This design comes from an exercise in tuning for small area, a short achievable clock period and few clock cycles per item on the open sky130 flow, not from production work.
In this exercise RTL edits were held to simulation tests only and were not proved equivalent to the original.

`constraint.sdc`:
```
create_clock -name core_clock -period 11.0 [get_ports {clock}]
set_input_delay 2.2000 -clock core_clock [delete_from_list [all_inputs] [get_ports {clock}]]
set_output_delay 2.2000 -clock core_clock [all_outputs]
set_load 0.01 [all_outputs]
```
`design.v`:
```
`default_nettype none
package ttc_pkg;
   localparam int POS_W   = 32;             
   localparam int UV_W    = 24;             
   localparam int DPOS_W  = POS_W + 1;      
   localparam int DUV_W   = UV_W + 1;       
   localparam int NUM_W   = DPOS_W + DUV_W + 1;   
   localparam int FRAC_W  = 16;
   localparam int AXES    = 3;
   localparam int DMAG_W  = 2 * (DUV_W - 1) + 1;  
   localparam int Z_W     = DMAG_W + FRAC_W;      
   localparam int W_W     = DMAG_W + 3;           
   localparam int QUO_W   = POS_W;                
   localparam int NCH     = 2;
   localparam int CW      = (DUV_W + NCH - 1) / NCH;
   localparam int LCW     = DUV_W - (NCH - 1) * CW;    
   localparam int ACC_W   = DPOS_W + CW + 2;
   localparam int LO_W    = (NCH - 1) * CW;
   localparam int K       = 4;
   localparam int NRUN    = QUO_W / K;
endpackage
`default_nettype wire
`default_nettype none
module ttc_front (
   input  wire logic                              clock,
   input  wire logic                              reset,
   input  wire logic                              req_valid,
   output logic                                   req_stall,
   input  wire logic signed [ttc_pkg::POS_W-1:0]  req_pos_x,
   input  wire logic signed [ttc_pkg::POS_W-1:0]  req_pos_y,
   input  wire logic signed [ttc_pkg::POS_W-1:0]  req_pos_z,
   input  wire logic signed [ttc_pkg::UV_W-1:0]   req_tex_u,
   input  wire logic signed [ttc_pkg::UV_W-1:0]   req_tex_v,
   output logic                                   job_busy,
   input  wire logic                              job_release,
   output logic [ttc_pkg::AXES-1:0][ttc_pkg::DPOS_W-1:0] dp1,
   output logic [ttc_pkg::AXES-1:0][ttc_pkg::DPOS_W-1:0] dp2,
   output logic signed [ttc_pkg::DUV_W-1:0]       du1,
   output logic signed [ttc_pkg::DUV_W-1:0]       dv1,
   output logic signed [ttc_pkg::DUV_W-1:0]       du2,
   output logic signed [ttc_pkg::DUV_W-1:0]       dv2
);
   logic [1:0] count_ff;
   logic busy_ff;
   logic signed [ttc_pkg::POS_W-1:0] p0_ff [0:ttc_pkg::AXES-1];
   logic signed [ttc_pkg::UV_W-1:0]  u0_ff, v0_ff;
   logic signed [ttc_pkg::POS_W-1:0] in_pos [0:ttc_pkg::AXES-1];
   logic signed [ttc_pkg::DPOS_W-1:0] dp_in [0:ttc_pkg::AXES-1];
   logic signed [ttc_pkg::DUV_W-1:0]  du_in, dv_in;
   logic accept;
   assign in_pos[0] = req_pos_x;
   assign in_pos[1] = req_pos_y;
   assign in_pos[2] = req_pos_z;
   assign req_stall = (count_ff != 2'd0) && busy_ff && !job_release;
   assign accept    = req_valid && !req_stall;
   assign job_busy  = busy_ff;
   always_comb begin
      for (int a = 0; a < ttc_pkg::AXES; a++) begin
         dp_in[a] = ttc_pkg::DPOS_W'(in_pos[a]) - ttc_pkg::DPOS_W'(p0_ff[a]);
      end
      du_in = ttc_pkg::DUV_W'(req_tex_u) - ttc_pkg::DUV_W'(u0_ff);
      dv_in = ttc_pkg::DUV_W'(req_tex_v) - ttc_pkg::DUV_W'(v0_ff);
   end
   always_ff @(posedge clock) begin
      if (reset) begin
         count_ff <= 2'd0;
         busy_ff  <= 1'b0;
      end else begin
         if (accept) begin
            count_ff <= (count_ff == 2'd2) ? 2'd0 : count_ff + 2'd1;
         end
         if (accept && count_ff == 2'd2) begin
            busy_ff <= 1'b1;
         end else if (job_release) begin
            busy_ff <= 1'b0;
         end
      end
   end
   always_ff @(posedge clock) begin
      if (accept && count_ff == 2'd0) begin
         for (int a = 0; a < ttc_pkg::AXES; a++) p0_ff[a] <= in_pos[a];
         u0_ff <= req_tex_u;
         v0_ff <= req_tex_v;
      end
      if (accept && count_ff == 2'd1) begin
         for (int a = 0; a < ttc_pkg::AXES; a++) dp1[a] <= dp_in[a];
         du1 <= du_in;
         dv1 <= dv_in;
      end
      if (accept && count_ff == 2'd2) begin
         for (int a = 0; a < ttc_pkg::AXES; a++) dp2[a] <= dp_in[a];
         du2 <= du_in;
         dv2 <= dv_in;
      end
   end
endmodule
`default_nettype wire
`default_nettype none
module ttc_mul (
   input  wire logic                              clock,
   input  wire logic                              reset,
   input  wire logic                              job_busy,
   output logic                                   job_release,
   input  wire logic [ttc_pkg::AXES-1:0][ttc_pkg::DPOS_W-1:0] dp1,
   input  wire logic [ttc_pkg::AXES-1:0][ttc_pkg::DPOS_W-1:0] dp2,
   input  wire logic signed [ttc_pkg::DUV_W-1:0]  du1,
   input  wire logic signed [ttc_pkg::DUV_W-1:0]  dv1,
   input  wire logic signed [ttc_pkg::DUV_W-1:0]  du2,
   input  wire logic signed [ttc_pkg::DUV_W-1:0]  dv2,
   input  wire logic [ttc_pkg::AXES-1:0]          lane_free,
   output logic [ttc_pkg::AXES-1:0]               lane_load,
   output logic [ttc_pkg::Z_W-1:0]                lane_z,       
   output logic                                   lane_neg,
   output logic                                   lane_ovf,
   output logic                                   lane_degen,
   output logic [ttc_pkg::DMAG_W-1:0]             lane_den      
);
   localparam int CH_W = (ttc_pkg::NCH > 1) ? $clog2(ttc_pkg::NCH) : 1;
   localparam int S_W  = 6;
   localparam int SH_W = ttc_pkg::NUM_W + ttc_pkg::DMAG_W;
   logic [1:0]      k_ff;
   logic [CH_W-1:0] j_ff;
   logic            post_ff;
   logic [1:0]      post_k_ff;
   logic signed [ttc_pkg::ACC_W-1:0] acc_ff, acc_in;
   logic [ttc_pkg::LO_W-1:0] lo_ff;
   logic [ttc_pkg::DMAG_W-1:0] dmag_ff;
   logic [ttc_pkg::DMAG_W-1:0] dnorm_ff;
   logic [S_W-1:0]             s_ff;
   logic                       dneg_ff;
   logic                       degen_ff;
   logic signed [ttc_pkg::DPOS_W-1:0] x1, x2;
   logic signed [ttc_pkg::CW:0]       c1, c2;      
   logic signed [ttc_pkg::ACC_W-1:0]  part;
   logic signed [ttc_pkg::DPOS_W+ttc_pkg::CW:0] pr1, pr2;
   logic last_chunk, adv, post_ok;
   always_comb begin
      x1 = ttc_pkg::DPOS_W'(du1);
      x2 = ttc_pkg::DPOS_W'(du2);
      for (int a = 0; a < ttc_pkg::AXES; a++) begin
         if (k_ff == 2'(a + 1)) begin
            x1 = signed'(dp1[a]);
            x2 = signed'(dp2[a]);
         end
      end
      c1 = '0;
      c2 = '0;
      for (int j = 0; j < ttc_pkg::NCH; j++) begin
         if (j_ff == CH_W'(j)) begin
            if (j == ttc_pkg::NCH - 1) begin
               c1 = (ttc_pkg::CW+1)'(signed'(dv2[ttc_pkg::DUV_W-1 -: ttc_pkg::LCW]));
               c2 = (ttc_pkg::CW+1)'(signed'(dv1[ttc_pkg::DUV_W-1 -: ttc_pkg::LCW]));
            end else begin
               c1 = {1'b0, dv2[j*ttc_pkg::CW +: ttc_pkg::CW]};
               c2 = {1'b0, dv1[j*ttc_pkg::CW +: ttc_pkg::CW]};
            end
         end
      end
      pr1  = x1 * c1;
      pr2  = x2 * c2;
      part = ttc_pkg::ACC_W'(pr1) - ttc_pkg::ACC_W'(pr2);
      if (j_ff == '0) acc_in = part;
      else            acc_in = (acc_ff >>> ttc_pkg::CW) + part;
   end
   assign last_chunk  = (j_ff == CH_W'(ttc_pkg::NCH - 1));
   assign post_ok     = post_ff && ((post_k_ff == 2'd0) || lane_free[post_k_ff - 2'd1]);
   assign adv         = job_busy && (!post_ff || post_ok);
   assign job_release = adv && last_chunk && (k_ff == 2'd3);
   always_ff @(posedge clock) begin
      if (reset) begin
         k_ff    <= '0;
         j_ff    <= '0;
         post_ff <= 1'b0;
      end else begin
         if (adv) begin
            j_ff <= last_chunk ? '0 : j_ff + 1'b1;
            if (last_chunk) k_ff <= k_ff + 2'd1;
         end
         if (adv && last_chunk) begin
            post_ff <= 1'b1;
         end else if (post_ok) begin
            post_ff <= 1'b0;
         end
      end
   end
   always_ff @(posedge clock) begin
      if (adv) begin
         acc_ff <= acc_in;
         if (adv && last_chunk) post_k_ff <= k_ff;
      end
   end
   always_ff @(posedge clock) begin
      if (adv && j_ff != '0) begin
         lo_ff <= ttc_pkg::LO_W'({acc_ff[ttc_pkg::CW-1:0], lo_ff} >> ttc_pkg::CW);
      end
   end
   logic signed [ttc_pkg::NUM_W-1:0] f;
   logic [ttc_pkg::NUM_W-1:0]        fmag;
   logic                             fneg;
   logic [S_W-1:0]                   lz, sh;
   logic [SH_W-1:0]                  shifted;
   assign f    = ttc_pkg::NUM_W'({acc_ff, lo_ff});
   assign fneg = f[ttc_pkg::NUM_W-1];
   assign fmag = fneg ? ttc_pkg::NUM_W'(-f) : ttc_pkg::NUM_W'(f);
   always_comb begin
      lz = S_W'(ttc_pkg::DMAG_W - 1);
      for (int i = 0; i < ttc_pkg::DMAG_W; i++) begin
         if (fmag[i]) lz = S_W'(ttc_pkg::DMAG_W - 1 - i);
      end
   end
   assign sh      = (post_k_ff == 2'd0) ? lz : s_ff;
   assign shifted = SH_W'(fmag) << sh;
   always_ff @(posedge clock) begin
      if (post_ok && post_k_ff == 2'd0) begin
         dmag_ff  <= fmag[ttc_pkg::DMAG_W-1:0];
         dnorm_ff <= shifted[ttc_pkg::DMAG_W-1:0];
         s_ff     <= lz;
         dneg_ff  <= fneg;
         degen_ff <= (f == '0);
      end
   end
   always_comb begin
      lane_load = '0;
      for (int a = 0; a < ttc_pkg::AXES; a++) begin
         lane_load[a] = post_ok && (post_k_ff == 2'(a + 1));
      end
   end
   assign lane_z     = shifted[ttc_pkg::Z_W-1:0];
   assign lane_neg   = fneg ^ dneg_ff;
   assign lane_ovf   = (fmag[ttc_pkg::NUM_W-1:ttc_pkg::FRAC_W] >= ttc_pkg::NUM_W'(dmag_ff));
   assign lane_degen = degen_ff;
   assign lane_den   = dnorm_ff;
endmodule
`default_nettype wire
`default_nettype none
module ttc_div_lane (
   input  wire logic                           clock,
   input  wire logic                           reset,
   input  wire logic                           load,
   input  wire logic [ttc_pkg::Z_W-1:0]        z,
   input  wire logic [ttc_pkg::DMAG_W-1:0]     den,
   input  wire logic                           neg,
   input  wire logic                           ovf,
   input  wire logic                           degen,
   output logic                                free,      
   output logic                                done,      
   input  wire logic                           take,      
   output logic [ttc_pkg::POS_W-1:0]           value,
   output logic                                clip,
   output logic                                degenerate
);
   localparam int W   = ttc_pkg::W_W;
   localparam int QW  = ttc_pkg::QUO_W;
   localparam int CN_W = $clog2(ttc_pkg::NRUN + 1);
   logic run_ff, done_ff;
   logic [CN_W-1:0] cnt_ff;
   logic [W-1:0]  s_ff, c_ff;
   logic [QW-1:0] pq_ff, nq_ff;
   logic [ttc_pkg::DMAG_W-1:0] den_ff;
   logic neg_ff, ovf_ff, degen_ff;
   logic [W-1:0]  s_st [0:ttc_pkg::K];
   logic [W-1:0]  c_st [0:ttc_pkg::K];
   logic [QW-1:0] p_st [0:ttc_pkg::K];
   logic [QW-1:0] n_st [0:ttc_pkg::K];
   always_comb begin
      logic [W-1:0] a, b, e, m, dz;
      logic [3:0]   est;
      logic         qp, qn;
      dz = W'(den_ff);
      s_st[0] = s_ff;
      c_st[0] = c_ff;
      p_st[0] = pq_ff;
      n_st[0] = nq_ff;
      for (int i = 0; i < ttc_pkg::K; i++) begin
         a   = {s_st[i][W-2:0], p_st[i][QW-1]};
         b   = {c_st[i][W-2:0], 1'b0};
         est = a[W-1:W-4] + b[W-1:W-4];
         qp  = !est[3];                  
         qn  = est[3] && (est != 4'hF);  
         e   = qp ? ~dz : (qn ? dz : '0);
         s_st[i+1] = a ^ b ^ e;
         m         = (a & b) | (a & e) | (b & e);
         c_st[i+1] = {m[W-2:0], qp};
         p_st[i+1] = {p_st[i][QW-2:0], qp};
         n_st[i+1] = {n_st[i][QW-2:0], qn};
      end
   end
   always_ff @(posedge clock) begin
      if (reset) begin
         run_ff  <= 1'b0;
         done_ff <= 1'b0;
      end else begin
         if (load) begin
            run_ff  <= 1'b1;
            done_ff <= 1'b0;
         end else begin
            if (run_ff && cnt_ff == '0) begin
               run_ff  <= 1'b0;
               done_ff <= 1'b1;
            end
            if (done_ff && take) done_ff <= 1'b0;
         end
      end
   end
   always_ff @(posedge clock) begin
      if (load) begin
         s_ff     <= W'(z[ttc_pkg::Z_W-1:ttc_pkg::FRAC_W]);
         c_ff     <= '0;
         pq_ff    <= {z[ttc_pkg::FRAC_W-1:0], {(QW - ttc_pkg::FRAC_W){1'b0}}};
         nq_ff    <= '0;
         den_ff   <= den;
         neg_ff   <= neg;
         ovf_ff   <= ovf;
         degen_ff <= degen;
         cnt_ff   <= CN_W'(ttc_pkg::NRUN - 1);
      end else if (run_ff) begin
         s_ff   <= s_st[ttc_pkg::K];
         c_ff   <= c_st[ttc_pkg::K];
         pq_ff  <= p_st[ttc_pkg::K];
         nq_ff  <= n_st[ttc_pkg::K];
         cnt_ff <= cnt_ff - 1'b1;
      end
   end
   logic [W-1:0]  wsum;
   logic [QW-1:0] q;
   logic          sat;
   assign wsum = s_ff + c_ff;
   assign q    = pq_ff - nq_ff - QW'(wsum[W-1]);
   assign sat  = ovf_ff || (neg_ff ? (q[QW-1] && (q[QW-2:0] != '0)) : q[QW-1]);
   always_comb begin
      if (degen_ff) begin
         value = '0;
      end else if (sat) begin
         value = neg_ff ? 32'h8000_0000 : 32'h7FFF_FFFF;
      end else if (neg_ff) begin
         value = -q;
      end else begin
         value = q;
      end
   end
   assign clip = !degen_ff && sat;
   assign done = done_ff;
   assign degenerate = degen_ff;
   assign free = (!run_ff && !done_ff) || (done_ff && take);
endmodule
`default_nettype wire
`default_nettype none
module ttc_back (
   input  wire logic                            clock,
   input  wire logic                            reset,
   input  wire logic [ttc_pkg::AXES-1:0]        lane_load,
   input  wire logic [ttc_pkg::Z_W-1:0]         lane_z,
   input  wire logic                            lane_neg,
   input  wire logic                            lane_ovf,
   input  wire logic                            lane_degen,
   input  wire logic [ttc_pkg::DMAG_W-1:0]      lane_den,
   output logic [ttc_pkg::AXES-1:0]             lane_free,
   output logic                                 rsp_valid,
   input  wire logic                            rsp_stall,
   output logic signed [ttc_pkg::POS_W-1:0]     rsp_tangent_x,
   output logic signed [ttc_pkg::POS_W-1:0]     rsp_tangent_y,
   output logic signed [ttc_pkg::POS_W-1:0]     rsp_tangent_z,
   output logic                                 rsp_degenerate,
   output logic                                 rsp_clipped
);
   localparam int AX = ttc_pkg::AXES;
   logic [AX-1:0] full_ff;
   logic [AX-1:0] clip_ff;
   logic [ttc_pkg::POS_W-1:0] tan_ff [0:AX-1];
   logic degen_ff;
   logic [AX-1:0] done, take, clip;
   logic [ttc_pkg::POS_W-1:0] value [0:AX-1];
   logic [AX-1:0] dg;
   logic taken;
   for (genvar g = 0; g < AX; g++) begin : g_lane
      ttc_div_lane u_lane (
         .clock (clock),
         .reset (reset),
         .load  (lane_load[g]),
         .z     (lane_z),
         .den   (lane_den),
         .neg   (lane_neg),
         .ovf   (lane_ovf),
         .degen (lane_degen),
         .free  (lane_free[g]),
         .done  (done[g]),
         .take  (take[g]),
         .value (value[g]),
         .clip  (clip[g]),
         .degenerate (dg[g])
      );
      assign take[g] = done[g] && !full_ff[g];
   end
   assign rsp_valid = &full_ff;
   assign taken     = rsp_valid && !rsp_stall;
   always_ff @(posedge clock) begin
      if (reset) begin
         full_ff <= '0;
      end else begin
         for (int a = 0; a < AX; a++) begin
            if (take[a]) full_ff[a] <= 1'b1;
            else if (taken) full_ff[a] <= 1'b0;
         end
      end
   end
   always_ff @(posedge clock) begin
      for (int a = 0; a < AX; a++) begin
         if (take[a]) begin
            tan_ff[a]  <= value[a];
            clip_ff[a] <= clip[a];
         end
      end
      if (take[0]) degen_ff <= dg[0];
   end
   assign rsp_tangent_x  = tan_ff[0];
   assign rsp_tangent_y  = tan_ff[1];
   assign rsp_tangent_z  = tan_ff[2];
   assign rsp_degenerate = degen_ff;
   assign rsp_clipped    = |clip_ff;
endmodule
`default_nettype wire
`default_nettype none
module triangle_tangent_calc_unit (
   input  wire logic                              clock,
   input  wire logic                              reset,
   input  wire logic                              req_valid,
   output logic                                   req_stall,
   input  wire logic signed [ttc_pkg::POS_W-1:0]  req_pos_x,
   input  wire logic signed [ttc_pkg::POS_W-1:0]  req_pos_y,
   input  wire logic signed [ttc_pkg::POS_W-1:0]  req_pos_z,
   input  wire logic signed [ttc_pkg::UV_W-1:0]   req_tex_u,
   input  wire logic signed [ttc_pkg::UV_W-1:0]   req_tex_v,
   output logic                                   rsp_valid,
   input  wire logic                              rsp_stall,
   output logic signed [ttc_pkg::POS_W-1:0]       rsp_tangent_x,
   output logic signed [ttc_pkg::POS_W-1:0]       rsp_tangent_y,
   output logic signed [ttc_pkg::POS_W-1:0]       rsp_tangent_z,
   output logic                                   rsp_degenerate,
   output logic                                   rsp_clipped
);
   logic job_busy, job_release;
   logic [ttc_pkg::AXES-1:0][ttc_pkg::DPOS_W-1:0] dp1;
   logic [ttc_pkg::AXES-1:0][ttc_pkg::DPOS_W-1:0] dp2;
   logic signed [ttc_pkg::DUV_W-1:0]  du1, dv1, du2, dv2;
   logic [ttc_pkg::AXES-1:0]          lane_free, lane_load;
   logic [ttc_pkg::Z_W-1:0]           lane_z;
   logic                              lane_neg, lane_ovf, lane_degen;
   logic [ttc_pkg::DMAG_W-1:0]        lane_den;
   ttc_front u_front (
      .clock       (clock),
      .reset       (reset),
      .req_valid   (req_valid),
      .req_stall   (req_stall),
      .req_pos_x   (req_pos_x),
      .req_pos_y   (req_pos_y),
      .req_pos_z   (req_pos_z),
      .req_tex_u   (req_tex_u),
      .req_tex_v   (req_tex_v),
      .job_busy    (job_busy),
      .job_release (job_release),
      .dp1         (dp1),
      .dp2         (dp2),
      .du1         (du1),
      .dv1         (dv1),
      .du2         (du2),
      .dv2         (dv2)
   );
   ttc_mul u_mul (
      .clock       (clock),
      .reset       (reset),
      .job_busy    (job_busy),
      .job_release (job_release),
      .dp1         (dp1),
      .dp2         (dp2),
      .du1         (du1),
      .dv1         (dv1),
      .du2         (du2),
      .dv2         (dv2),
      .lane_free   (lane_free),
      .lane_load   (lane_load),
      .lane_z      (lane_z),
      .lane_neg    (lane_neg),
      .lane_ovf    (lane_ovf),
      .lane_degen  (lane_degen),
      .lane_den    (lane_den)
   );
   ttc_back u_back (
      .clock          (clock),
      .reset          (reset),
      .lane_load      (lane_load),
      .lane_z         (lane_z),
      .lane_neg       (lane_neg),
      .lane_ovf       (lane_ovf),
      .lane_degen     (lane_degen),
      .lane_den       (lane_den),
      .lane_free      (lane_free),
      .rsp_valid      (rsp_valid),
      .rsp_stall      (rsp_stall),
      .rsp_tangent_x  (rsp_tangent_x),
      .rsp_tangent_y  (rsp_tangent_y),
      .rsp_tangent_z  (rsp_tangent_z),
      .rsp_degenerate (rsp_degenerate),
      .rsp_clipped    (rsp_clipped)
   );
endmodule
`default_nettype wire
```
`run.sh`:
```
#!/bin/bash
# synth_recipe.tcl (not shown) runs the flow's synth.tcl, then flattens the netlist and writes it again
# the make line also repeats each setting of config.mk as NAME=value (left out here)
make -C /OpenROAD-flow-scripts/flow DESIGN_CONFIG=/design/flow/config.mk WORK_HOME=/design/flow/orfs CLKGATE_MAP_FILE= SYNTH_SCRIPT=/design/flow/synth_recipe.tcl finish
```
`config.mk`:
```
export PLATFORM = sky130hd
export DESIGN_NAME = triangle_tangent_calc_unit
export DESIGN_NICKNAME = triangle_tangent_calc_unit
export VERILOG_FILES = /design/flow/design.v
export SDC_FILE = /design/flow/constraint.sdc
export NUM_CORES = 4
export LEC_CHECK = 0
export CAP_MARGIN = 20
export CORE_MARGIN = 2
export CORE_UTILIZATION = 30
export PLACE_DENSITY = 0.45
export SLEW_MARGIN = 20
```
==> results of run 1 <==
-- what timing repair did --
action | in CTS | in global routing
gates resized for setup | 17 | 117
pin swaps | 1 | 55
gates cloned | 3 | 5
setup endpoints to repair | 12 | 95
buffers inserted | 0 | 21
hold endpoints to repair | 0 | 0
-- routing by layer --
metal / routed length, um / up-vias / share of wire, %
met2: 205500 / 2002 / 49
met3: 17290 / 484 / 4.1
met4: 12320 / 0 / 2.9
li1: - / 46600 / -
met5: 0 / - / 0
met1: 186200 / 48350 / 44
-- cells by family after synthesis --
| logic type | share of synthesized area, % |
|---|---|
| flops | 29.05 |
| fa+ha+maj | 30.98 |
| compound gates | 11.90 |
| simple gates | 12.58 |
| buf+inv | 8.134 |
| xor+xnor | 2.872 |
| mux | 4.497 |
-- critical path, delay by kind of cell, from the launching register on --
| family | cells | cell delay [ns] |
|---|---|---|
| and+or+nand+nor | 3 | 0.27 |
| DFF | 1 | 0.33 |
| xor gates and xnor gates | 2 | 0.20 |
| AOI/OAI and AO/OA | 17 | 3.35 |
| buffers and inverters | 11 | 1.26 |
| muxes | 1 | 0.25 |
| adders and majority gates | 11 | 4.59 |
-- flip-flops by register name, indices dropped and copies added (netlist names), 48 cells and up --
signal and count:
u_back.g_lane.u_lane.nq_ff 96, u_mul.acc_ff 48, u_front.p0_ff 96, u_back.g_lane.u_lane.s_ff 156, u_back.g_lane.u_lane.den_ff 147, u_front.dp1 99, u_back.tan_ff 96, u_back.g_lane.u_lane.pq_ff 93
u_mul.dnorm_ff 49, u_back.g_lane.u_lane.c_ff 156, u_mul.dmag_ff 49, u_front.dp2 99
-- worst paths after layout --
check	start	end	slack, ns
setup / recovery	u_mul.k_ff[1]	u_mul.acc_ff[44]	0.46
hold / removal	u_back.g_lane[0].u_lane.c_ff[50]	u_back.g_lane[0].u_lane.c_ff[50]	0.48
setup reg to reg	u_mul.k_ff[1]	u_mul.acc_ff[44]	0.46
hold reg to reg	u_back.g_lane[0].u_lane.c_ff[50]	u_back.g_lane[0].u_lane.c_ff[50]	0.48
-- stage by stage --
stage | hold WS, ns | setup WS (ns)
global placement | 0.4692 | -0.2930
detailed placement | 0.4742 | -0.3304
global route | 0.5067 | -0.04416
floorplan | 0.4206 | 0.006698
finish | 0.4837 | 0.4626
CTS | 0.4822 | 0.009671
-- synth_stat cells, drive strengths merged (49+ instances only) --
library cell  count  share of area, %
a211oi          126              0.72
a21o            153              0.87
a21oi           916               3.5
a31oi            61              0.30
and2             49              0.23
buf             114              0.44
clkbuf          607               1.7
dfxtp           334               5.0
edfxtp         1062                24
fa             1558                23
ha              795               7.5
inv            2117               6.0
mux2            154               1.3
mux2i           417               3.1
nand2          1194               3.4
nand2b           69              0.33
nand3           201              0.76
nand4            58              0.30
nor2           1511               4.3
nor2b           190              0.90
nor3            173              0.66
nor4             52              0.30
o21a             59              0.33
o21ai           587               2.2
o31a             54              0.36
o31ai            86              0.50
or2              66              0.31
or3              63              0.30
xnor2           272               1.8
xor2            160               1.1
-- final cells by class --
| class | count | area (um2) | share of cell area [%] |
|---|---|---|---|
| diodes | 27 | 67.56 | 0.04449 |
| clock inverters | 108 | 1381 | 0.9096 |
| clock buffers | 226 | 4861 | 3.201 |
| well taps | 5904 | 7387 | 4.864 |
| multi-input cells | 9633 | 84640 | 55.73 |
| repair buffers | 758 | 6964 | 4.586 |
| flip-flops and latches | 1396 | 38590 | 25.41 |
| inverters | 2117 | 7966 | 5.246 |
==> summary.md, run 1 <==
| Metric | Value |
|---|---|
| WP data required | `11.65 ns` |
| Rows | `244` |
| Syn_nets | `16370` |
| Period utilization | `95.79%` |
| Layout Nets | `16590` |
| Max cap viols | `0` |
| Number of synthesized flops with an enable pin | `1062` |
| Fraction of layout cells with a size suffix above 1 | `9.088%` |
| Remaining global-route overflow | `0` |
| Overall Global Routing Usage | `18.56%` |
| Chip width | `669.3 um` |
| Post-route ant nets | `0` |
| Vias in the first global route | `100300` |
| First-pass GRT wire length | `644.6 mm` |
| Post-Synthesis Cells | `13870` |
| Final non-filler cell total | `20170` |
| F_max | `94.90 MHz` |
| Most common flop cell mapped by yosys | `edfxtp_1` |
| Critical path class | `reg -> reg` |
| Most frequent cells in the layout | `2104 x inv_1, 1548 x fa_1, 1500 x nor2_1` |
| Chip height | `669.3 um` |
| Data arrival time of the critical path | `11.19 ns` |
| FILL cells | `45170` |
| Worst hold stages | `2` |
| CP dominant cell by count | `fa_1` |
| Io pins | `248` |
| Status | `complete, no violations` |
| Mapped Area | `0.1328 mm2` |
| DP Wirelength | `329.9 mm` |
| H-tree depth | `4` |
| Post-layout util | `34.42%` |
| Design Area, Final | `0.1519 mm2` |
| Met1 usage | `24.47%` |
| Most common cell after layout, fill and taps aside | `inv_1` |
| Gpl congestion | `0.9011` |
| DRC | `0` |
| GR Layer Usage met3 | `2.071%` |
| Register area share after synthesis | `29.05%` |
| Synth cell types | `120` |
| Largest net degree at the start of global routing | `157` |
| Port buffer count | `247` |
| Root Buffer | `clkbuf_16` |
| Final Hold Fails | `0` |
| Skew final | `0.1120 ns` |
| Starting DRT DRC Count | `5922` |
| Placed cell area | `0.1445 mm2` |
| Worst reg-to-reg path cell count | `45` |
| Vias per cell | `4.831` |
| Drt pass-1 iters | `7` |
| Initial antenna violation count | `16` |
| Via count | `97430` |
| Max FO, Critical Path | `7` |
| Grt peak-use layer | `met2` |
| Initial core utilization | `30.10%` |
| RSZ-0062 raised after global routing | `yes` |
| Asr flop ratio synth | `0%` |
| Worst-Margin Slew | `1.258 ns` |
| Global routing usage on met2 | `32.16%` |
| Pins Over Slew Limit | `0` |
| Post-DR wirelength/cell | `20.89 um` |
| Die Area | `0.4480 mm2` |
| Flops & latches, synth | `1396` |
| Crit path largest cell delay | `0.54 ns` |
| Minimum clock period | `10.54 ns` |
| Worst-path clk slew | `0.06 ns` |
| Total Routed Length | `421.3 mm` |
| CTS tree | `done` |
| Yosys warnings | `14` |
| TNS Setup | `0 ns` |
| Worst Hold Class | `reg -> reg` |
| Startpoint types | `register` |
| Number of setup violations in the final report | `0` |
| Avg Cell Area, Syn | `9.577 um2` |
| Clk sinks | `1396` |
| Slew Limit Headroom | `15.51%` |
| Total CTS buffers | `181` |
| Core area | `0.4411 mm2` |
| Cells after DPL | `19780` |
| Clock latency on the worst-skew pair | `0.92 ns` |
| Slowest library cell on the worst path | `fa_1` |
| Post-CTS Hold Buffers | `0` |
| Clk buf depth | `4` |
| Area growth syn-to-layout | `14.35%` |
| Setup crit end kind | `register` |
Testbench counts, summed over its fixed seeds: cycles 4,712, items 512.
==> run 2, diff against run 1 <==
--- a/design.v
+++ b/design.v
@@ -33,6 +33,10 @@
    input  wire logic signed [ttc_pkg::UV_W-1:0]   req_tex_v,
    output logic                                   job_busy,
    input  wire logic                              job_release,
+   input  wire logic                              release_next,   
+   output logic                                   job_start,      
+   output logic signed [ttc_pkg::DUV_W-1:0]       du_new,         
+   output logic signed [ttc_pkg::DUV_W-1:0]       dv_new,
    output logic [ttc_pkg::AXES-1:0][ttc_pkg::DPOS_W-1:0] dp1,
    output logic [ttc_pkg::AXES-1:0][ttc_pkg::DPOS_W-1:0] dp2,
    output logic signed [ttc_pkg::DUV_W-1:0]       du1,
@@ -40,8 +44,9 @@
    output logic signed [ttc_pkg::DUV_W-1:0]       du2,
    output logic signed [ttc_pkg::DUV_W-1:0]       dv2
 );
-   logic [1:0] count_ff;
-   logic busy_ff;
+   logic [1:0] count_ff, count_in;
+   logic busy_ff, busy_in;
+   logic stall_ff;
    logic signed [ttc_pkg::POS_W-1:0] p0_ff [0:ttc_pkg::AXES-1];
    logic signed [ttc_pkg::UV_W-1:0]  u0_ff, v0_ff;
    logic signed [ttc_pkg::POS_W-1:0] in_pos [0:ttc_pkg::AXES-1];
@@ -51,9 +56,19 @@
    assign in_pos[0] = req_pos_x;
    assign in_pos[1] = req_pos_y;
    assign in_pos[2] = req_pos_z;
-   assign req_stall = (count_ff != 2'd0) && busy_ff && !job_release;
-   assign accept    = req_valid && !req_stall;
+   assign req_stall = stall_ff;
+   assign accept    = req_valid && !stall_ff;
    assign job_busy  = busy_ff;
+   assign job_start = accept && (count_ff == 2'd2);
+   assign du_new    = du_in;
+   assign dv_new    = dv_in;
+   always_comb begin
+      count_in = count_ff;
+      if (accept) count_in = (count_ff == 2'd2) ? 2'd0 : count_ff + 2'd1;
+      busy_in = busy_ff;
+      if (job_start) busy_in = 1'b1;
+      else if (job_release) busy_in = 1'b0;
+   end
    always_comb begin
       for (int a = 0; a < ttc_pkg::AXES; a++) begin
          dp_in[a] = ttc_pkg::DPOS_W'(in_pos[a]) - ttc_pkg::DPOS_W'(p0_ff[a]);
@@ -65,15 +80,11 @@
       if (reset) begin
          count_ff <= 2'd0;
          busy_ff  <= 1'b0;
+         stall_ff <= 1'b0;
       end else begin
-         if (accept) begin
-            count_ff <= (count_ff == 2'd2) ? 2'd0 : count_ff + 2'd1;
-         end
-         if (accept && count_ff == 2'd2) begin
-            busy_ff <= 1'b1;
-         end else if (job_release) begin
-            busy_ff <= 1'b0;
-         end
+         count_ff <= count_in;
+         busy_ff  <= busy_in;
+         stall_ff <= (count_in != 2'd0) && busy_in && !release_next;
       end
    end
    always_ff @(posedge clock) begin
@@ -101,6 +112,10 @@
    input  wire logic                              reset,
    input  wire logic                              job_busy,
    output logic                                   job_release,
+   output logic                                   release_next,
+   input  wire logic                              job_start,
+   input  wire logic signed [ttc_pkg::DUV_W-1:0]  du_new,
+   input  wire logic signed [ttc_pkg::DUV_W-1:0]  dv_new,
    input  wire logic [ttc_pkg::AXES-1:0][ttc_pkg::DPOS_W-1:0] dp1,
    input  wire logic [ttc_pkg::AXES-1:0][ttc_pkg::DPOS_W-1:0] dp2,
    input  wire logic signed [ttc_pkg::DUV_W-1:0]  du1,
@@ -129,58 +144,82 @@
    logic [S_W-1:0]             s_ff;
    logic                       dneg_ff;
    logic                       degen_ff;
-   logic signed [ttc_pkg::DPOS_W-1:0] x1, x2;
-   logic signed [ttc_pkg::CW:0]       c1, c2;      
-   logic signed [ttc_pkg::ACC_W-1:0]  part;
+   logic signed [ttc_pkg::DPOS_W-1:0] x1_ff, x2_ff, x1_in, x2_in;
+   logic signed [ttc_pkg::CW:0]       c1_ff, c2_ff, c1_in, c2_in;    
+   logic signed [ttc_pkg::ACC_W-1:0]  base, acc_sh;
    logic signed [ttc_pkg::DPOS_W+ttc_pkg::CW:0] pr1, pr2;
    logic last_chunk, adv, post_ok;
+   logic [1:0]      k_in;
+   logic [CH_W-1:0] j_in;
+   logic            post_in;
+   function automatic logic signed [ttc_pkg::CW:0] chunk(input logic [ttc_pkg::DUV_W-1:0] y,
+                                                         input logic [CH_W-1:0] j);
+      chunk = '0;
+      for (int i = 0; i < ttc_pkg::NCH; i++) begin
+         if (j == CH_W'(i)) begin
+            if (i == ttc_pkg::NCH - 1)
+               chunk = (ttc_pkg::CW+1)'(signed'(y[ttc_pkg::DUV_W-1 -: ttc_pkg::LCW]));
+            else
+               chunk = {1'b0, y[i*ttc_pkg::CW +: ttc_pkg::CW]};
+         end
+      end
+   endfunction
    always_comb begin
-      x1 = ttc_pkg::DPOS_W'(du1);
-      x2 = ttc_pkg::DPOS_W'(du2);
+      k_in = k_ff;
+      j_in = j_ff;
+      if (adv) begin
+         j_in = last_chunk ? '0 : j_ff + 1'b1;
+         if (last_chunk) k_in = k_ff + 2'd1;
+      end
+      post_in = post_ff;
+      if (adv && last_chunk) post_in = 1'b1;
+      else if (post_ok)      post_in = 1'b0;
+      x1_in = ttc_pkg::DPOS_W'(du1);
+      x2_in = ttc_pkg::DPOS_W'(du2);
       for (int a = 0; a < ttc_pkg::AXES; a++) begin
-         if (k_ff == 2'(a + 1)) begin
-            x1 = signed'(dp1[a]);
-            x2 = signed'(dp2[a]);
+         if (k_in == 2'(a + 1)) begin
+            x1_in = signed'(dp1[a]);
+            x2_in = signed'(dp2[a]);
          end
       end
-      c1 = '0;
-      c2 = '0;
-      for (int j = 0; j < ttc_pkg::NCH; j++) begin
-         if (j_ff == CH_W'(j)) begin
-            if (j == ttc_pkg::NCH - 1) begin
-               c1 = (ttc_pkg::CW+1)'(signed'(dv2[ttc_pkg::DUV_W-1 -: ttc_pkg::LCW]));
-               c2 = (ttc_pkg::CW+1)'(signed'(dv1[ttc_pkg::DUV_W-1 -: ttc_pkg::LCW]));
-            end else begin
-               c1 = {1'b0, dv2[j*ttc_pkg::CW +: ttc_pkg::CW]};
-               c2 = {1'b0, dv1[j*ttc_pkg::CW +: ttc_pkg::CW]};
-            end
-         end
+      c1_in = chunk(dv2, j_in);
+      c2_in = chunk(dv1, j_in);
+      if (job_start) begin
+         x1_in = ttc_pkg::DPOS_W'(du1);
+         x2_in = ttc_pkg::DPOS_W'(du_new);
+         c1_in = chunk(dv_new, '0);
+         c2_in = chunk(dv1, '0);
       end
-      pr1  = x1 * c1;
-      pr2  = x2 * c2;
-      part = ttc_pkg::ACC_W'(pr1) - ttc_pkg::ACC_W'(pr2);
-      if (j_ff == '0) acc_in = part;
-      else            acc_in = (acc_ff >>> ttc_pkg::CW) + part;
+   end
+   always_ff @(posedge clock) begin
+      if (adv || job_start) begin
+         x1_ff <= x1_in;
+         x2_ff <= x2_in;
+         c1_ff <= c1_in;
+         c2_ff <= c2_in;
+      end
+   end
+   always_comb begin
+      pr1    = x1_ff * c1_ff;
+      pr2    = x2_ff * c2_ff;
+      acc_sh = acc_ff >>> ttc_pkg::CW;
+      base   = (j_ff == '0) ? '0 : acc_sh;
+      acc_in = base + ttc_pkg::ACC_W'(pr1) - ttc_pkg::ACC_W'(pr2);
    end
    assign last_chunk  = (j_ff == CH_W'(ttc_pkg::NCH - 1));
    assign post_ok     = post_ff && ((post_k_ff == 2'd0) || lane_free[post_k_ff - 2'd1]);
    assign adv         = job_busy && (!post_ff || post_ok);
    assign job_release = adv && last_chunk && (k_ff == 2'd3);
+   assign release_next = (k_in == 2'd3) && (j_in == CH_W'(ttc_pkg::NCH - 1)) && !post_in;
    always_ff @(posedge clock) begin
       if (reset) begin
          k_ff    <= '0;
          j_ff    <= '0;
          post_ff <= 1'b0;
       end else begin
-         if (adv) begin
-            j_ff <= last_chunk ? '0 : j_ff + 1'b1;
-            if (last_chunk) k_ff <= k_ff + 2'd1;
-         end
-         if (adv && last_chunk) begin
-            post_ff <= 1'b1;
-         end else if (post_ok) begin
-            post_ff <= 1'b0;
-         end
+         k_ff    <= k_in;
+         j_ff    <= j_in;
+         post_ff <= post_in;
       end
    end
    always_ff @(posedge clock) begin
@@ -262,27 +301,39 @@
    logic [W-1:0]  c_st [0:ttc_pkg::K];
    logic [QW-1:0] p_st [0:ttc_pkg::K];
    logic [QW-1:0] n_st [0:ttc_pkg::K];
+   logic [3:0]    e_st [0:ttc_pkg::K];
+   logic [3:0]    est_ff;
    always_comb begin
       logic [W-1:0] a, b, e, m, dz;
-      logic [3:0]   est;
+      logic [W-1:0] ec [0:2];
+      logic [3:0]   cand [0:2];
       logic         qp, qn;
       dz = W'(den_ff);
+      ec[0] = ~dz;       
+      ec[1] = '0;        
+      ec[2] = dz;        
       s_st[0] = s_ff;
       c_st[0] = c_ff;
       p_st[0] = pq_ff;
       n_st[0] = nq_ff;
+      e_st[0] = est_ff;
       for (int i = 0; i < ttc_pkg::K; i++) begin
-         a   = {s_st[i][W-2:0], p_st[i][QW-1]};
-         b   = {c_st[i][W-2:0], 1'b0};
-         est = a[W-1:W-4] + b[W-1:W-4];
-         qp  = !est[3];                  
-         qn  = est[3] && (est != 4'hF);  
-         e   = qp ? ~dz : (qn ? dz : '0);
+         a  = {s_st[i][W-2:0], p_st[i][QW-1]};
+         b  = {c_st[i][W-2:0], 1'b0};
+         qp = !e_st[i][3];                      
+         qn = e_st[i][3] && (e_st[i] != 4'hF);  
+         e  = qp ? ec[0] : (qn ? ec[2] : ec[1]);
+         m  = (a & b) | (a & e) | (b & e);
          s_st[i+1] = a ^ b ^ e;
-         m         = (a & b) | (a & e) | (b & e);
          c_st[i+1] = {m[W-2:0], qp};
          p_st[i+1] = {p_st[i][QW-2:0], qp};
          n_st[i+1] = {n_st[i][QW-2:0], qn};
+         for (int d = 0; d < 3; d++) begin
+            cand[d] = (a[W-2:W-5] ^ b[W-2:W-5] ^ ec[d][W-2:W-5])
+                    + ((a[W-3:W-6] & b[W-3:W-6]) | (a[W-3:W-6] & ec[d][W-3:W-6])
+                       | (b[W-3:W-6] & ec[d][W-3:W-6]));
+         end
+         e_st[i+1] = qp ? cand[0] : (qn ? cand[2] : cand[1]);
       end
    end
    always_ff @(posedge clock) begin
@@ -313,7 +364,9 @@
          ovf_ff   <= ovf;
          degen_ff <= degen;
          cnt_ff   <= CN_W'(ttc_pkg::NRUN - 1);
+         est_ff   <= {2'b00, z[ttc_pkg::Z_W-1 -: 2]};
       end else if (run_ff) begin
+         est_ff <= e_st[ttc_pkg::K];
          s_ff   <= s_st[ttc_pkg::K];
          c_ff   <= c_st[ttc_pkg::K];
          pq_ff  <= p_st[ttc_pkg::K];
@@ -322,20 +375,24 @@
       end
    end
    logic [W-1:0]  wsum;
-   logic [QW-1:0] q;
+   logic          wneg;
+   logic [QW-1:0] opa, opb, t;
+   logic [1:0]    cin;
    logic          sat;
    assign wsum = s_ff + c_ff;
-   assign q    = pq_ff - nq_ff - QW'(wsum[W-1]);
-   assign sat  = ovf_ff || (neg_ff ? (q[QW-1] && (q[QW-2:0] != '0)) : q[QW-1]);
+   assign wneg = wsum[W-1];
+   assign opa  = neg_ff ? nq_ff : pq_ff;
+   assign opb  = neg_ff ? ~pq_ff : ~nq_ff;
+   assign cin  = neg_ff ? (wneg ? 2'd2 : 2'd1) : (wneg ? 2'd0 : 2'd1);
+   assign t    = opa + opb + QW'(cin);
+   assign sat  = ovf_ff || (neg_ff ? (!t[QW-1] && (t != '0)) : t[QW-1]);
    always_comb begin
       if (degen_ff) begin
          value = '0;
       end else if (sat) begin
          value = neg_ff ? 32'h8000_0000 : 32'h7FFF_FFFF;
-      end else if (neg_ff) begin
-         value = -q;
       end else begin
-         value = q;
+         value = t;
       end
    end
    assign clip = !degen_ff && sat;
@@ -438,7 +495,8 @@
    output logic                                   rsp_degenerate,
    output logic                                   rsp_clipped
 );
-   logic job_busy, job_release;
+   logic job_busy, job_release, release_next, job_start;
+   logic signed [ttc_pkg::DUV_W-1:0]  du_new, dv_new;
    logic [ttc_pkg::AXES-1:0][ttc_pkg::DPOS_W-1:0] dp1;
    logic [ttc_pkg::AXES-1:0][ttc_pkg::DPOS_W-1:0] dp2;
    logic signed [ttc_pkg::DUV_W-1:0]  du1, dv1, du2, dv2;
@@ -458,6 +516,10 @@
       .req_tex_v   (req_tex_v),
       .job_busy    (job_busy),
       .job_release (job_release),
+      .release_next(release_next),
+      .job_start   (job_start),
+      .du_new      (du_new),
+      .dv_new      (dv_new),
       .dp1         (dp1),
       .dp2         (dp2),
       .du1         (du1),
@@ -470,6 +532,10 @@
       .reset       (reset),
       .job_busy    (job_busy),
       .job_release (job_release),
+      .release_next(release_next),
+      .job_start   (job_start),
+      .du_new      (du_new),
+      .dv_new      (dv_new),
       .dp1         (dp1),
       .dp2         (dp2),
       .du1         (du1),
--- a/config.mk
+++ b/config.mk
@@ -5,8 +5,10 @@
 export SDC_FILE = /design/flow/constraint.sdc
 export NUM_CORES = 4
 export LEC_CHECK = 0
+export ABC_CLOCK_PERIOD_IN_PS = 6500
 export CAP_MARGIN = 20
 export CORE_MARGIN = 2
-export CORE_UTILIZATION = 30
-export PLACE_DENSITY = 0.45
+export CORE_UTILIZATION = 40
+export PLACE_DENSITY = 0.55
+export SETUP_SLACK_MARGIN = 3.5
 export SLEW_MARGIN = 20
==> run 2 against run 1 <==
Effect of this change: still clean; first-iteration DRC count is 43% higher; sequential cell count up 107; register-to-register slack better by 2.2 ns; sequential share of layout area is 0.81 points higher; area after synthesis is 4.8% higher; hold slack lost 0.0011 ns; final cell count shrank 6.5%; via count grew 4.4%; die area shrank 21%; non-clock buffer count grew 34.
==> summary.md, run 2 <==
| Metric | Value |
|---|---|
| Starting DRT DRC Count | `8468 (+43%)` |
| Area growth syn-to-layout | `14.38% (about the same)` |
| Worst-path clk slew | `0.06 ns (about the same)` |
| Fraction of layout cells with a size suffix above 1 | `11.27% (+2.2 points)` |
| DRC | `0 (unchanged)` |
| FILL cells | `32540 (-28%)` |
| Worst hold stages | `2 (unchanged)` |
| Number of setup violations in the final report | `0 (unchanged)` |
| Register area share after synthesis | `29.98% (+0.93 points)` |
| Max cap viols | `0 (unchanged)` |
| Final Hold Fails | `0 (unchanged)` |
| Worst Hold Class | `reg -> reg` |
| Most common cell after layout, fill and taps aside | `inv_1` |
| Startpoint types | `register` |
| Area contributors post-synth | `edfxtp_1 25%, fa_1 24%, ha_1 7.8%` |
| Most common cell in the netlist | `inv_1` |
| Total CTS buffers | `186 (+2.8%)` |
| Avg Cell Area, Syn | `10.03 um2 (+4.7%)` |
| Most flops, register | `u_back.g_lane.u_lane.s_ff` |
| Min-Delay Startpoint | `u_back.g_lane[2].u_lane.c_ff[49]` |
| Synth Area in Compound Gates | `10.26% (-1.6 points)` |
| Port buffer count | `247 (unchanged)` |
| Data arrival time of the critical path | `9.00 ns (-2.19 ns)` |
| Post-DR wirelength/cell | `22.58 um (+8.1%)` |
| CP dominant cell by count | `fa_1` |
| Flop2flop setup slack | `2.63 ns (+2.17 ns)` |
| Combined flip-flop and latch cell area | `0.04174 mm2 (+8.2%)` |
| Root Buffer | `clkbuf_16` |
| Minimum clock period | `8.372 ns (-2.165 ns)` |
| Io pins | `248 (unchanged)` |
| Most frequent cells in the layout | `1942 x inv_1, 1650 x fa_1, 1162 x edfxtp_1` |
| Hold Crit Endpoint | `u_back.g_lane[2].u_lane.c_ff[49]` |
| RSZ-0062 raised after global routing | `yes` |
| Worst-Margin Slew | `1.369 ns (+0.1106 ns)` |
| H-tree depth | `4 (unchanged)` |
| Rows | `216 (-11%)` |
| Mapped Area | `0.1392 mm2 (+4.8%)` |
| Most common flop cell mapped by yosys | `edfxtp_1` |
| Slowest library cell on the worst path | `fa_1` |
| Biggest registers after layout | `u_back.g_lane.u_lane.s_ff x156, u_back.g_lane.u_lane.c_ff x153, u_back.g_lane.u_lane.den_ff x147` |
| Most common library cells after synthesis | `1965 x inv_1, 1676 x fa_1, 1162 x edfxtp_1` |
| Asr flop ratio synth | `0% (unchanged)` |
| Leading area contributor after synthesis | `edfxtp_1` |
| Total Routed Length | `425.9 mm (+1.1%)` |
| Largest family of logic cells by synthesized area | `adder cells` |
| Multiplexer share of the synthesized area | `5.643% (+1.1 points)` |
| Vias per cell | `5.393 (+12%)` |
| Clk sinks | `1503 (+7.7%)` |
| CTS tree | `done` |
| Worst reg-to-reg path cell count | `31 (-31%)` |
| Crit path largest cell delay | `0.55 ns (about the same)` |
| Status | `complete, no violations` |
| DP Wirelength | `306.0 mm (-7.2%)` |
| Slew Limit Headroom | `7.776% (-7.7 points)` |
| Post-layout util | `45.98% (+12 points)` |
| Core area | `0.3462 mm2 (-22%)` |
| Crit path buffers/inverters | `6 (-5)` |
| Chip height | `593.9 um (-11%)` |
| Clock latency on the worst-skew pair | `0.91 ns (about the same)` |
| Post-Synth Adder-Cell Area | `31.89% (+0.92 points)` |
| Simple-Gate Fraction of Synth Area | `12.21% (-0.37 points)` |
| Initial antenna violation count | `32 (+16)` |
| Top cell type's share of synthesized area | `25.07% (+1.1 points)` |
| Chip width | `593.9 um (-11%)` |
| Die Area | `0.3527 mm2 (-21%)` |
| Initial core utilization | `40.20% (+10 points)` |
| Drt pass-1 iters | `7 (unchanged)` |
| Pins Over Slew Limit | `0 (unchanged)` |
| Multi-input logic area | `0.08999 mm2 (+6.3%)` |
| Yosys warnings | `17 (+3)` |
| Synth cell types | `113 (-5.8%)` |
| Flops & latches, synth | `1503 (+7.7%)` |
| Post-Synthesis Cells | `13880 (+0.087%)` |
| WP data required | `11.63 ns (-0.02 ns)` |
| Via count | `101700 (+4.4%)` |
| TNS Setup | `0 ns (unchanged)` |
| Critical path's top delay family | `adder cells` |
| Syn_nets | `16570 (+1.2%)` |
| Gpl congestion | `0.9723 (+7.9%)` |
| Worst reg2reg startpoint | `u_mul.x2_ff[9]` |
| Max FO, Critical Path | `6 (-1)` |
| Number of synthesized flops with an enable pin | `1162 (+9.4%)` |
| Max reg flops | `156` |
| Layout Nets | `16780 (+1.2%)` |
| Largest net degree at the start of global routing | `150 (-4.5%)` |
| Final hold slack | `0.4826 ns (-0.001067 ns)` |
| F_max | `119.4 MHz (+26%)` |
| Critical path class | `reg -> reg` |
| Overall Global Routing Usage | `23.72% (+5.2 points)` |
| Remaining global-route overflow | `0 (unchanged)` |
| Skew final | `0.07058 ns (-0.04144 ns)` |
| Setup crit end kind | `register` |
| Clk buf depth | `4 (unchanged)` |
| R2r endpoint | `u_mul.acc_ff[46]` |
| Synth Area in XOR/XNOR | `2.491% (-0.38 points)` |
| Vias in the first global route | `103700 (+3.3%)` |
| Period utilization | `76.11% (-20 points)` |
| Post-route ant nets | `0 (unchanged)` |
| First-pass GRT wire length | `645.5 mm (+0.13%)` |
## run 2: cell count changes after synthesis, moves of 45 or more
cell | previous run | this run
nor2b_1 | 190 | 76
ha_1 | 795 | 866
a21oi_1 | 915 | 800
o211ai_1 | 44 | 109
fa_1 | 1558 | 1676
edfxtp_1 | 1062 | 1162
nand3_1 | 201 | 364
nand2b_1 | 69 | 114
nand2_1 | 1191 | 1091
nor2_1 | 1507 | 1115
clkbuf_1 | 607 | 682
mux4_2 | 2 | 60
and2_1 | 48 | 420
inv_1 | 2107 | 1965
## run 2: tightest hold or removal path, cell delays in order, from the launching register on
cell      delay [ns]
dfxtp_1         0.31
nor2_1          0.08
a211oi_1        0.04
## run 2: final cells by class
type                            instances  area share [%]
Inverter                             1970           4.677
Timing Repair Buffer                  792           5.018
Sequential cell                      1503           26.22
Tap cell                             4578           3.598
Antenna cell                           35         0.05502
Clock buffer                          245           3.230
Multi-Input combinational cell       9638           56.53
Clock inverter                         97          0.6681
## run 2: cell families (layout without fill, tap and decap cells)
kind of cell | count (synthesis) | count (layout)
simple gates | 3672 | 3687
flops | 1503 | 1503
fa+ha+maj | 2542 | 2542
other cells | 0 | 35
buf+inv | 2756 | 3104
mux | 687 | 687
xor+xnor | 395 | 395
compound gates | 2324 | 2327
## run 2: through the flow
step                instance area, um2  instances  worst slack, ns
detailed placement              146000      18070            1.503
floorplan                       139300      13880            3.154
finish                          159200      18860            2.628
global route                    159100      18840            2.329
global placement                146000      18070            1.662
CTS                             156000      18670            2.563
## run 2: worst max-delay path by stage
stage	startpoint	to	slack, ns	cells after the start
floorplan	u_mul.c2_ff[5]	u_mul.acc_ff[46]	3.15	29
global placement	u_back.g_lane[0].u_lane.s_ff[1]	u_back.tan_ff[0][11]	1.66	37
detailed placement	u_back.g_lane[0].u_lane.s_ff[1]	u_back.tan_ff[0][4]	1.50	37
CTS	u_mul.x2_ff[9]	u_mul.acc_ff[46]	2.56	31
global route	u_mul.c1_ff[3]	u_mul.acc_ff[46]	2.33	32
finish	u_mul.x2_ff[9]	u_mul.acc_ff[46]	2.63	31
## run 2: routing by layer
layer	part of all wire [%]	vias up	global-route usage, %
li1	-	46810	-
met1	42	51070	31.27
met2	46	3040	38.59
met3	6.1	753	3.762
met4	5.1	16	10.38
met5	0.025	-	0
## run 2: what timing repair did
action | 4_1_cts | 5_1_grt
hold buffers | 0 | 0
pin swaps | 149 | 185
gates resized for setup | 295 | 372
setup endpoints to repair | 471 | 408
buffers inserted | 232 | 135
gates cloned | 24 | 19
Testbench counts of run 2, summed over its fixed seeds: cycles 4,712, items 512.
==> run 3, diff against run 2 <==
--- a/config.mk
+++ b/config.mk
@@ -5,10 +5,10 @@
 export SDC_FILE = /design/flow/constraint.sdc
 export NUM_CORES = 4
 export LEC_CHECK = 0
-export ABC_CLOCK_PERIOD_IN_PS = 6500
+export ABC_CLOCK_PERIOD_IN_PS = 5500
 export CAP_MARGIN = 20
 export CORE_MARGIN = 2
 export CORE_UTILIZATION = 40
 export PLACE_DENSITY = 0.55
-export SETUP_SLACK_MARGIN = 3.5
+export SETUP_SLACK_MARGIN = 5
 export SLEW_MARGIN = 20
==> run 3 against run 2 <==
Effect of this change: critical path depth decreased by 1; clock skew increased by 0.040 ns; worst setup slack got worse by 0.0042 ns; area after synthesis unchanged; sequential cell count unchanged; register-to-register slack about the same; wire length increased by 5.2%; final cell count increased by 2.2%; cell area increased by 6.4%; critical endpoint unchanged.
==> summary.md, run 3 <==
| Metric | Value |
|---|---|
| Status | `complete, no violations` |
| WP data required | `11.61 ns (-0.02 ns)` |
| Worst Hold Class | `reg -> reg` |
| Design Area, Final | `0.1694 mm2 (+6.4%)` |
| Initial antenna violation count | `31 (-3.1%)` |
| H-tree depth | `4 (unchanged)` |
| Number of setup violations in the final report | `0 (unchanged)` |
| Overall Global Routing Usage | `24.83% (+1.1 points)` |
| Post-Synthesis Cells | `13880 (unchanged)` |
| FILL cells | `31480 (-3.2%)` |
| Chip height | `593.9 um (unchanged)` |
| Synth cell types | `113 (unchanged)` |
| Pins Over Slew Limit | `0 (unchanged)` |
| Slowest library cell on the worst path | `fa_1` |
| Die Area | `0.3527 mm2 (unchanged)` |
| Layout Nets | `17180 (+2.4%)` |
| Root Buffer | `clkbuf_16` |
| Vias per cell | `5.445 (+0.98%)` |
| Syn_nets | `16570 (unchanged)` |
| First-pass GRT wire length | `672.7 mm (+4.2%)` |
| Crit path largest cell delay | `0.51 ns (-0.04 ns)` |
| Number of synthesized flops with an enable pin | `1162 (unchanged)` |
| Largest family of logic cells by synthesized area | `adder cells` |
| Chip width | `593.9 um (unchanged)` |
| Area contributors post-synth | `edfxtp_1 25%, fa_1 24%, ha_1 7.8%` |
| Post-layout util | `48.92% (+2.9 points)` |
| Final Hold Fails | `0 (unchanged)` |
| CTS tree | `done` |
| Mapped Area | `0.1392 mm2 (unchanged)` |
| Total Routed Length | `448.2 mm (+5.2%)` |
| RSZ-0062 raised after global routing | `yes` |
| Most flops, register | `u_back.g_lane.u_lane.s_ff` |
| Post-route ant nets | `0 (unchanged)` |
| Worst-path clk slew | `0.06 ns (about the same)` |
| Placed cell area | `0.1468 mm2 (+0.54%)` |
| Post-CTS Hold Buffers | `0 (unchanged)` |
| Skew final | `0.1104 ns (+0.03978 ns)` |
| Clock latency on the worst-skew pair | `0.93 ns (+0.02 ns)` |
| Io pins | `248 (unchanged)` |
| Top cell type's share of synthesized area | `25.07% (unchanged)` |
| Max cap viols | `0 (unchanged)` |
| Flop2flop setup slack | `2.62 ns (about the same)` |
| Post-DR wirelength/cell | `23.26 um (+3.0%)` |
| Largest net degree at the start of global routing | `132 (-12%)` |
| DRC | `0 (unchanged)` |
| Setup crit end kind | `register` |
| Synth Area in Compound Gates | `10.26% (unchanged)` |
| Rows | `216 (unchanged)` |
| Register area share after synthesis | `29.98% (unchanged)` |
| Gpl congestion | `0.9745 (+0.23%)` |
| Worst reg2reg startpoint | `u_mul.c2_ff[10]` |
| Area growth syn-to-layout | `21.68%` |
| Synth Area in XOR/XNOR | `2.491% (unchanged)` |
| Leading area contributor after synthesis | `edfxtp_1` |
| Fraction of layout cells with a size suffix above 1 | `19.25% (+8.0 points)` |
| Period utilization | `76.15% (about the same)` |
| Slew Limit Headroom | `11.57% (+3.8 points)` |
| Most common cell in the netlist | `inv_1` |
| Port buffer count | `247 (unchanged)` |
| Remaining global-route overflow | `0 (unchanged)` |
| Biggest registers after layout | `u_back.g_lane.u_lane.s_ff x156, u_back.g_lane.u_lane.c_ff x153, u_back.g_lane.u_lane.den_ff x147` |
| Min-Delay Startpoint | `u_front.du1[21]` |
| Drt pass-1 iters | `6 (-1)` |
| Max FO, Critical Path | `4 (-2)` |
| Max reg flops | `156 (unchanged)` |
| Final hold slack | `0.4946 ns (+0.01200 ns)` |
| Worst reg-to-reg path cell count | `30 (-3.2%)` |
| Yosys warnings | `17 (unchanged)` |
| Initial core utilization | `40.20% (unchanged)` |
| Clk sinks | `1503 (unchanged)` |
| Most common flop cell mapped by yosys | `edfxtp_1` |
| Total CTS buffers | `186 (unchanged)` |
| Flops & latches, synth | `1503 (unchanged)` |
| Most common library cells after synthesis | `1965 x inv_1, 1676 x fa_1, 1162 x edfxtp_1` |
| Most frequent cells in the layout | `1901 x inv_1, 1462 x fa_1, 1162 x edfxtp_1` |
| WP depth | `30 (-3.2%)` |
| F_max | `119.4 MHz (about the same)` |
| Simple-Gate Fraction of Synth Area | `12.21% (unchanged)` |
| Worst-Margin Slew | `1.318 ns (-0.05122 ns)` |
| Vias in the first global route | `106400 (+2.6%)` |
| DP Wirelength | `306.3 mm (about the same)` |
| Minimum clock period | `8.376 ns (+0.004190 ns)` |
| Multiplexer share of the synthesized area | `5.643% (unchanged)` |
| Via count | `104900 (+3.2%)` |
| Post-Synth Adder-Cell Area | `31.89% (unchanged)` |
| Critical path's top delay family | `adder cells` |
| Critical path class | `reg -> reg` |
| Multi-input logic area | `0.09489 mm2 (+5.4%)` |
| Core area | `0.3462 mm2 (unchanged)` |
| CP dominant cell by count | `fa_1` |
| Most common cell after layout, fill and taps aside | `inv_1` |
| Avg Cell Area, Syn | `10.03 um2 (unchanged)` |
| Combined flip-flop and latch cell area | `0.04175 mm2 (about the same)` |
| Data arrival time of the critical path | `8.99 ns (about the same)` |
| Clk buf depth | `4 (unchanged)` |
| Startpoint types | `register` |
| R2r endpoint | `u_mul.acc_ff[46]` |
| Asr flop ratio synth | `0% (unchanged)` |
| Crit path from | `u_mul.c2_ff[10]` |
| Crit path buffers/inverters | `5 (-1)` |
| Worst Setup EP | `u_mul.acc_ff[46]` |
| TNS Setup | `0 ns (unchanged)` |
| Starting DRT DRC Count | `8476 (+0.094%)` |
==> run 3: worst register-to-register path: cells and delay by family, from the launching register on <==
family | cells | cell delay, ns
fa+ha+maj | 9 | 4.13
compound gates | 9 | 1.93
simple gates | 6 | 0.98
buf+inv | 5 | 0.51
flops | 1 | 0.47
xor+xnor | 1 | 0.09
==> run 3: kinds of logic after synthesis <==
kind of cell / after synthesis
XOR/XNOR: 395
adder cells (fa/ha/maj): 2542
buffers and inverters: 2756
AO/OA/AOI/OAI: 2324
AND/OR/NAND/NOR: 3672
multiplexers: 687
flip-flops: 1503
==> run 3: worst min-delay path by stage <==
stage | endpoint | slack (ns) | depth (start not counted)
finish | u_mul.x1_ff[21] | 0.49 | 2
detailed placement | u_back.g_lane[0].u_lane.c_ff[49] | 0.48 | 2
global placement | u_back.g_lane[1].u_lane.c_ff[49] | 0.47 | 2
CTS | u_mul.x1_ff[21] | 0.49 | 2
floorplan | u_mul.dneg_ff | 0.42 | 0
global route | u_mul.x1_ff[21] | 0.52 | 2
==> run 3: final cells by class <==
class / count / share of cell area, %
inverter: 1970 / 4.417
clock buffer: 253 / 3.098
timing repair buffer: 1187 / 7.769
tap: 4578 / 3.382
multi-input combinational: 9646 / 56.03
antenna: 47 / 0.06945
clock inverter: 88 / 0.5822
sequential: 1503 / 24.65
==> run 3: layer usage <==
metal	share of wire (%)	global-route usage [%]
met3	6.8	3.701
met1	41	32.93
met5	0.024	0
met2	46	40.08
met4	5.6	11.42
==> run 3: per-stage QoR <==
stage	instances	worst slack (ns)
after floorplan	13880	3.228
after global placement	18080	1.550
after detailed placement	18080	1.501
after CTS	19010	2.688
after global routing	19250	2.356
final	19270	2.624
==> run 3: what timing repair did <==
action	CTS	global route
buffers inserted	506	198
gates cloned	77	17
pin swaps	594	341
gates resized for setup	1444	550
setup endpoints to repair	612	591

==> afterwards: timing with drivers on the ports <==
Ports are ideal in the flow. The routed layouts listed here were re-timed in OpenROAD. Step 1, drivers: a clkbuf_16 drives clock and a buf_2 each remaining input, both assumed. Step 2 moves the port delays by t, midway between the first and last clock arrival at a register: inputs arrive t later, outputs are due t later. That takes back most of the time a late clock gives input paths. Slacks: ideal / step 1 / step 2; pairs: ideal / step 1.
run | t (ns) | slack for setup (ns) | hold WS [ns] | latest minus earliest clock arrival (ns) | worst data-port slew with drivers (ns)
run 1 | 0.979 | 0.463 / 0.463 / 0.463 | 0.484 / 0.484 / 0.484 | 0.114 / 0.115 | 0.07
run 2 | 0.976 | 2.628 / 2.628 / 2.628 | 0.483 / 0.483 / 0.483 | 0.074 / 0.074 | 0.05
run 3 | 0.981 | 2.624 / 2.624 / 2.624 | 0.495 / 0.495 / 0.495 | 0.110 / 0.110 | 0.06
After both steps every run listed still meets setup and hold.
